This design comes from an exercise in tuning for small area, a short achievable clock period and few clock cycles per item on the open sky130 flow, not from production work.
RTL that was checked went through simulation tests only; none was proved equivalent to the original.

==> inputs of try-indigo <==
Design mac_stream_seq, start of the top module:
module mac_stream_seq (
  input  logic        clk,
  input  logic        rst,
  input  logic        in_valid,
  output logic        in_ready,
  input  logic [15:0] in_data,
  input  logic [15:0] in_weight,
  input  logic [15:0] bias,
  output logic        out_valid,
  input  logic        out_ready,
  output logic [15:0] out_res
);
  localparam int LEN   = 48;
  localparam int ACC_W = 22;
  logic [5:0]         cnt_q;
  logic               rdy_q;
  logic               nrdy_o_q, nov_o_q;   
  logic               arm_q;             
  logic               owe_q;             
  logic               f0_q, l0_q;
  logic [15:0]        a0_q, b_q;
  logic [7:0]         one0_q, two0_q, neg0_q;
  logic               f1_q, l1_q;
  logic [15:0]        s1_q, c1_q;
  logic               cl1_q;
  logic [15:0]        s_d, c_d;
  logic               cl_d;
  logic               f2_q, l2_q;
  logic [15:0]        p2_q;
  logic [ACC_W-1:0]   acc_q;
  logic               l3_q;
  logic               ov_q;
  logic [15:0]        res_q;
  logic        accept, first_in, last_in, inc, owe_d, last_d;
  logic [15:0] prod;
  logic [15:0] sat_res;
  logic [16:0] wx;
  logic [7:0]  one_d, two_d, neg_d;
  assign first_in = (cnt_q == 6'd0);
  assign last_in  = (cnt_q == 6'(LEN - 1));
  assign accept   = in_valid && rdy_q;
  assign inc      = accept && last_in;
  assign owe_d    = inc || (owe_q && !(ov_q && out_ready));
  ...
Settings: LEC_CHECK=0, CAP_MARGIN=20, CORE_MARGIN=2, CORE_UTILIZATION=40, CTS_BUF_LIST=sky130_fd_sc_hd__clkbuf_4 sky130_fd_sc_hd__clkbuf_8, CTS_CLUSTER_DIAMETER=25, SLEW_MARGIN=20; clock period 10.0 ns.
standard.sh (not shown) runs the stock make flow with config.mk's settings and CLKGATE_MAP_FILE= SYNTH_SCRIPT=/design/flow/synth_recipe.tcl, a recipe that flattens the netlist after the stock synthesis.
==> flow/flow/run.sh <==
#!/bin/bash
# Standard synthesis, then the standard layout with: port buffers of a fixed small cell type,
# and repair_timing aiming below the clock period (a larger setup slack margin).
set -euo pipefail
bash standard.sh synth > synth.log 2>&1
bash standard.sh SETUP_SLACK_MARGIN=6.8 'BUFFER_PORTS_ARGS=-buffer_cell sky130_fd_sc_hd__buf_1' finish > layout.log 2>&1
==> try-ember: changes against try-indigo <==
--- a/flow/design.v
+++ b/flow/design.v
@@ -226,17 +226,24 @@
   logic k188;
   logic s189;
   logic k190;
   logic s191;
   logic k192;
   logic s193;
   logic k194;
   logic s195;
-  logic s196;
+  logic k196;
+  logic s197;
+  logic k198;
+  logic s199;
+  logic k200;
+  logic s201;
+  logic k202;
+  logic s203;
   assign {k2, s1} = x0[10] + x1[8];
   assign {k4, s3} = x0[11] + x1[9];
   assign {k6, s5} = x0[12] + x1[10] + x2[8];
   assign {k8, s7} = x3[6] + x4[4];
   assign {k10, s9} = x0[13] + x1[11] + x2[9];
   assign {k12, s11} = x3[7] + x4[5];
   assign {k14, s13} = x0[14] + x1[12] + x2[10];
   assign {k16, s15} = x3[8] + x4[6] + x5[4];
@@ -284,63 +291,66 @@
   assign {k100, s99} = k38 + k40 + k42;
   assign {k102, s101} = s43 + s45 + x7[5];
   assign {k104, s103} = k44 + k46 + s47;
   assign {k106, s105} = x5[10] + x6[8] + x7[6];
   assign {k108, s107} = k48 + s49 + x4[13];
   assign {k110, s109} = x5[11] + x6[9] + x7[7];
   assign {k112, s111} = k50 + nx[3] + x4[14];
   assign {k114, s113} = x5[12] + x6[10] + x7[8];
-  assign {k116, s115} = x0[4] + x1[2];
-  assign {k118, s117} = x0[5] + x1[3];
-  assign {k120, s119} = s51 + x2[2] + x3[0];
-  assign {k122, s121} = k52 + s53 + x2[3];
-  assign {k124, s123} = k54 + s55 + s57;
-  assign {k126, s125} = k56 + k58 + s59;
-  assign {k128, s127} = k60 + k62 + s63;
-  assign {k130, s129} = k64 + k66 + s67;
-  assign {k132, s131} = k68 + k70 + s71;
-  assign {k134, s133} = k72 + k74 + s75;
-  assign {k136, s135} = k76 + k78 + s79;
-  assign {k138, s137} = k80 + k82 + s83;
-  assign {k140, s139} = k84 + k86 + s87;
-  assign {k142, s141} = k88 + k90 + s91;
-  assign {k144, s143} = k92 + k94 + s95;
-  assign {k146, s145} = k96 + k98 + s99;
-  assign {k148, s147} = k100 + k102 + s103;
-  assign {k150, s149} = k104 + k106 + s107;
-  assign {k152, s151} = k108 + k110 + s111;
-  assign {k154, s153} = x0[2] + x1[0];
-  assign {k156, s155} = x0[3] + x1[1];
-  assign {k158, s157} = s115 + x2[0] + neg_i[2];
-  assign {k160, s159} = k116 + s117 + x2[1];
-  assign {k162, s161} = k118 + s119 + neg_i[3];
-  assign {k164, s163} = k120 + s121 + x3[1];
-  assign {k166, s165} = k122 + s123 + neg_i[4];
-  assign {k168, s167} = k124 + s125 + s61;
-  assign {k170, s169} = k126 + s127 + s65;
-  assign {k172, s171} = k128 + s129 + s69;
-  assign {k174, s173} = k130 + s131 + s73;
-  assign {k176, s175} = k132 + s133 + s77;
-  assign {k178, s177} = k134 + s135 + s81;
-  assign {k180, s179} = k136 + s137 + s85;
-  assign {k182, s181} = k138 + s139 + s89;
-  assign {k184, s183} = k140 + s141 + s93;
-  assign {k186, s185} = k142 + s143 + s97;
-  assign {k188, s187} = k144 + s145 + s101;
-  assign {k190, s189} = k146 + s147 + s105;
-  assign {k192, s191} = k148 + s149 + s109;
-  assign {k194, s193} = k150 + s151 + s113;
-  assign s195 = 1'b1 ^ x4[15] ^ x5[13] ^ x6[11] ^ x7[9] ^ k112 ^ k114 ^ k152;
-  assign s196 = k194;
+  assign {k116, s115} = 1'b1 + x4[15] + x5[13];
+  assign {k118, s117} = x6[11] + x7[9];
+  assign {k120, s119} = x0[4] + x1[2];
+  assign {k122, s121} = x0[5] + x1[3];
+  assign {k124, s123} = s51 + x2[2] + x3[0];
+  assign {k126, s125} = k52 + s53 + x2[3];
+  assign {k128, s127} = k54 + s55 + s57;
+  assign {k130, s129} = k56 + k58 + s59;
+  assign {k132, s131} = k60 + k62 + s63;
+  assign {k134, s133} = k64 + k66 + s67;
+  assign {k136, s135} = k68 + k70 + s71;
+  assign {k138, s137} = k72 + k74 + s75;
+  assign {k140, s139} = k76 + k78 + s79;
+  assign {k142, s141} = k80 + k82 + s83;
+  assign {k144, s143} = k84 + k86 + s87;
+  assign {k146, s145} = k88 + k90 + s91;
+  assign {k148, s147} = k92 + k94 + s95;
+  assign {k150, s149} = k96 + k98 + s99;
+  assign {k152, s151} = k100 + k102 + s103;
+  assign {k154, s153} = k104 + k106 + s107;
+  assign {k156, s155} = k108 + k110 + s111;
+  assign {k158, s157} = k112 + k114 + s115;
+  assign {k160, s159} = x0[2] + x1[0];
+  assign {k162, s161} = x0[3] + x1[1];
+  assign {k164, s163} = s119 + x2[0] + neg_i[2];
+  assign {k166, s165} = k120 + s121 + x2[1];
+  assign {k168, s167} = k122 + s123 + neg_i[3];
+  assign {k170, s169} = k124 + s125 + x3[1];
+  assign {k172, s171} = k126 + s127 + neg_i[4];
+  assign {k174, s173} = k128 + s129 + s61;
+  assign {k176, s175} = k130 + s131 + s65;
+  assign {k178, s177} = k132 + s133 + s69;
+  assign {k180, s179} = k134 + s135 + s73;
+  assign {k182, s181} = k136 + s137 + s77;
+  assign {k184, s183} = k138 + s139 + s81;
+  assign {k186, s185} = k140 + s141 + s85;
+  assign {k188, s187} = k142 + s143 + s89;
+  assign {k190, s189} = k144 + s145 + s93;
+  assign {k192, s191} = k146 + s147 + s97;
+  assign {k194, s193} = k148 + s149 + s101;
+  assign {k196, s195} = k150 + s151 + s105;
+  assign {k198, s197} = k152 + s153 + s109;
+  assign {k200, s199} = k154 + s155 + s113;
+  assign {k202, s201} = k156 + s157 + s117;
+  assign s203 = k200 ^ s201;
   logic [7:0] lo_s, lo_co;
-  bk_add #(.W(8)) u_lo (.a({k162, k160, k158, k156, k154, s153, x0[1], x0[0]}), .b({s163, s161, s159, s157, s155, neg_i[1], 1'b0, neg_i[0]}), .ci(1'b0), .s(lo_s), .co(lo_co));
+  bk_add #(.W(8)) u_lo (.a({k168, k166, k164, k162, k160, s159, x0[1], x0[0]}), .b({s169, s167, s165, s163, s161, neg_i[1], 1'b0, neg_i[0]}), .ci(1'b0), .s(lo_s), .co(lo_co));
   assign c_lo_o = lo_co[7];
-  assign s_o = {s195, k192, k190, k188, k186, k184, k182, k180, k178, k176, k174, k172, k170, k168, k166, k164};
-  assign c_o = {s196, s193, s191, s189, s187, s185, s183, s181, s179, s177, s175, s173, s171, s169, s167, s165};
+  assign s_o = {s203, k198, k196, k194, k192, k190, k188, k186, k184, k182, k180, k178, k176, k174, k172, k170};
+  assign c_o = {1'b0, s199, s197, s195, s193, s191, s189, s187, s185, s183, s181, s179, s177, s175, s173, s171};
 endmodule
 module bk_add #(
   parameter int W = 16
 ) (
   input  logic [W-1:0] a,
   input  logic [W-1:0] b,
   input  logic         ci,
   output logic [W-1:0] s,
@@ -379,17 +389,16 @@
   output logic        out_valid,
   input  logic        out_ready,
   output logic [15:0] out_res
 );
   localparam int LEN   = 48;
   localparam int ACC_W = 22;
   logic [5:0]         cnt_q;
   logic               rdy_q;
-  logic               nrdy_o_q, nov_o_q;   
   logic               arm_q;             
   logic               owe_q;             
   logic               f0_q, l0_q;
   logic [15:0]        a0_q, b_q;
   logic [7:0]         one0_q, two0_q, neg0_q;
   logic               f1_q, l1_q;
   logic [15:0]        s1_q, c1_q;
   logic               cl1_q;
@@ -452,41 +461,37 @@
     p2_q   <= prod;
     acc_q  <= acc_s;
     if (l3_q) res_q <= sat_res;
   end
   always_ff @(posedge clk) begin
     if (rst) begin
       cnt_q <= '0;
       rdy_q <= 1'b1;
-      nrdy_o_q <= 1'b0;
-      nov_o_q  <= 1'b1;
       arm_q <= 1'b1;
       owe_q <= 1'b0;
       f0_q  <= 1'b0;
       l0_q  <= 1'b0;
       f1_q  <= 1'b0;
       l1_q  <= 1'b0;
       f2_q  <= 1'b0;
       l2_q  <= 1'b0;
       l3_q  <= 1'b0;
       ov_q  <= 1'b0;
     end else begin
       if (accept) cnt_q <= last_in ? 6'd0 : cnt_q + 6'd1;
       owe_q <= owe_d;
       rdy_q <= !(owe_d && last_d);
-      nrdy_o_q <= owe_d && last_d;
       arm_q <= accept ? last_in : first_in;
       f0_q  <= accept && first_in;
       l0_q  <= inc;
       f1_q  <= f0_q;
       l1_q  <= l0_q;
       f2_q  <= f1_q;
       l2_q  <= l1_q;
       l3_q  <= l2_q;
       ov_q  <= l3_q || (ov_q && !out_ready);
-      nov_o_q  <= !(l3_q || (ov_q && !out_ready));
     end
   end
-  assign in_ready  = !nrdy_o_q;
-  assign out_valid = !nov_o_q;
+  assign in_ready  = rdy_q;
+  assign out_valid = ov_q;
   assign out_res   = res_q;
 endmodule
==> try-garnet: changes against try-indigo <==
==> flow/flow/run.sh (replaced) <==
#!/bin/bash
# Standard synthesis, then the standard layout with: port buffers of a fixed small cell type,
# and repair_timing aiming below the clock period (a larger setup slack margin).
set -euo pipefail
bash standard.sh synth > synth.log 2>&1
bash standard.sh SETUP_SLACK_MARGIN=7.0 'BUFFER_PORTS_ARGS=-buffer_cell sky130_fd_sc_hd__buf_1' finish > layout.log 2>&1
==> flow_summary.json <==
{
  "cp_num_cells": 8,
  "path_max_fanout": 5,
  "worstMarginPinSlew_ns": 0.864,
  "status": "timing/DRC/antenna clean",
  "grt_max_degree": 20,
  "clk_pin_slew_ns": 0.11,
  "dr_wl_met3_mm": 1.22,
  "final_cell_count_no_fill": 1412,
  "tap-cell-count": 335,
  "met3_usage": 0.0335,
  "final.min_clock_period_ns": 3.00,
  "synth_top_area_frac": 0.249,
  "synth_simple_gate_area_share": 0.0513,
  "p_comb_w": 0.00152,
  "die_h_microns": 166,
  "switchingPower_w": 0.00123
}
(the above is from try-garnet)
==> flow_summary.json <==
{
  "hold_viol": 0,
  "final.min_clock_period_ns": 3.08,
  "path_max_fanout": 11,
  "clk_pin_slew_ns": 0.11,
  "nFlopsAndLatches": 162,
  "cp.arrival_ns": 3.42,
  "status": "timing/DRC/antenna clean",
  "grt_max_degree": 19,
  "synth_top_area_frac": 0.249,
  "first_global_vias": 6767,
  "final_cell_count_no_fill": 1367,
  "met3_usage": 0.0252,
  "p_comb_w": 0.00140,
  "dr_wl_met3_microns": 929,
  "switchingPower_w": 0.00116,
  "die_h_microns": 166,
  "worstMarginPinSlew_ns": 0.854,
  "grt_pass1_wl_mm": 34.2
}
(the above is from try-indigo)
==> flow_summary.json <==
{
  "status": "timing/DRC/antenna clean",
  "synth_simple_gate_area_share": 0.0574,
  "clk_latency_ns": 0.47,
  "p_comb_w": 0.00140,
  "met3_usage": 0.0291,
  "final.min_clock_period_ns": 3.14,
  "grt_pass1_wl_mm": 35.2,
  "worstMarginPinSlew_ns": 0.766,
  "tap-cell-count": 330,
  "clk_pin_slew_ns": 0.08,
  "switchingPower_w": 0.00116,
  "path_max_fanout": 13,
  "final_cell_count_no_fill": 1341,
  "die_h_microns": 164,
  "cp_num_cells": 11,
  "grt_max_degree": 20
}
(the above is from try-ember)
Testbench counts of try-indigo, summed over its fixed seeds: cycles 15,400, items 320.
Testbench counts of try-garnet, summed over its fixed seeds: cycles 15,400, items 320.
The RTL of try-ember was laid out without a check of its function.

## static timing again, ports no longer ideal
The flow's constraints put no driver on any port. The routed layouts listed below were extracted and timed again, unchanged, in two steps. Step 1 sets driving cells, clkbuf_16 on the clock port and buf_2 on the other inputs (assumed; they add their load-dependent delay and slew). Step 2 moves the port delays by t, midway between the first and last clock arrival at a register: inputs arrive t later, outputs are due t later. That takes back most of the time a late clock gives input paths. a / b / c = ideal ports / drivers / drivers and shift; a / b = the first two.
| run | t (ns) | slack for setup (ns) | clock arrival spread, ns |
|---|---|---|---|
| try-indigo | 0.494 | 6.916 / 6.916 / 6.653 | 0.022 / 0.022 |
| try-ember | 0.504 | 6.861 / 6.861 / 6.559 | 0.016 / 0.016 |
| try-garnet | 0.487 | 7.000 / 6.965 / 6.686 | 0.023 / 0.023 |
After both steps every run listed still meets setup and hold. For try-garnet, which loses most, drivers alone change the setup slack by -0.035 ns; drivers and shift together by -0.314 ns.
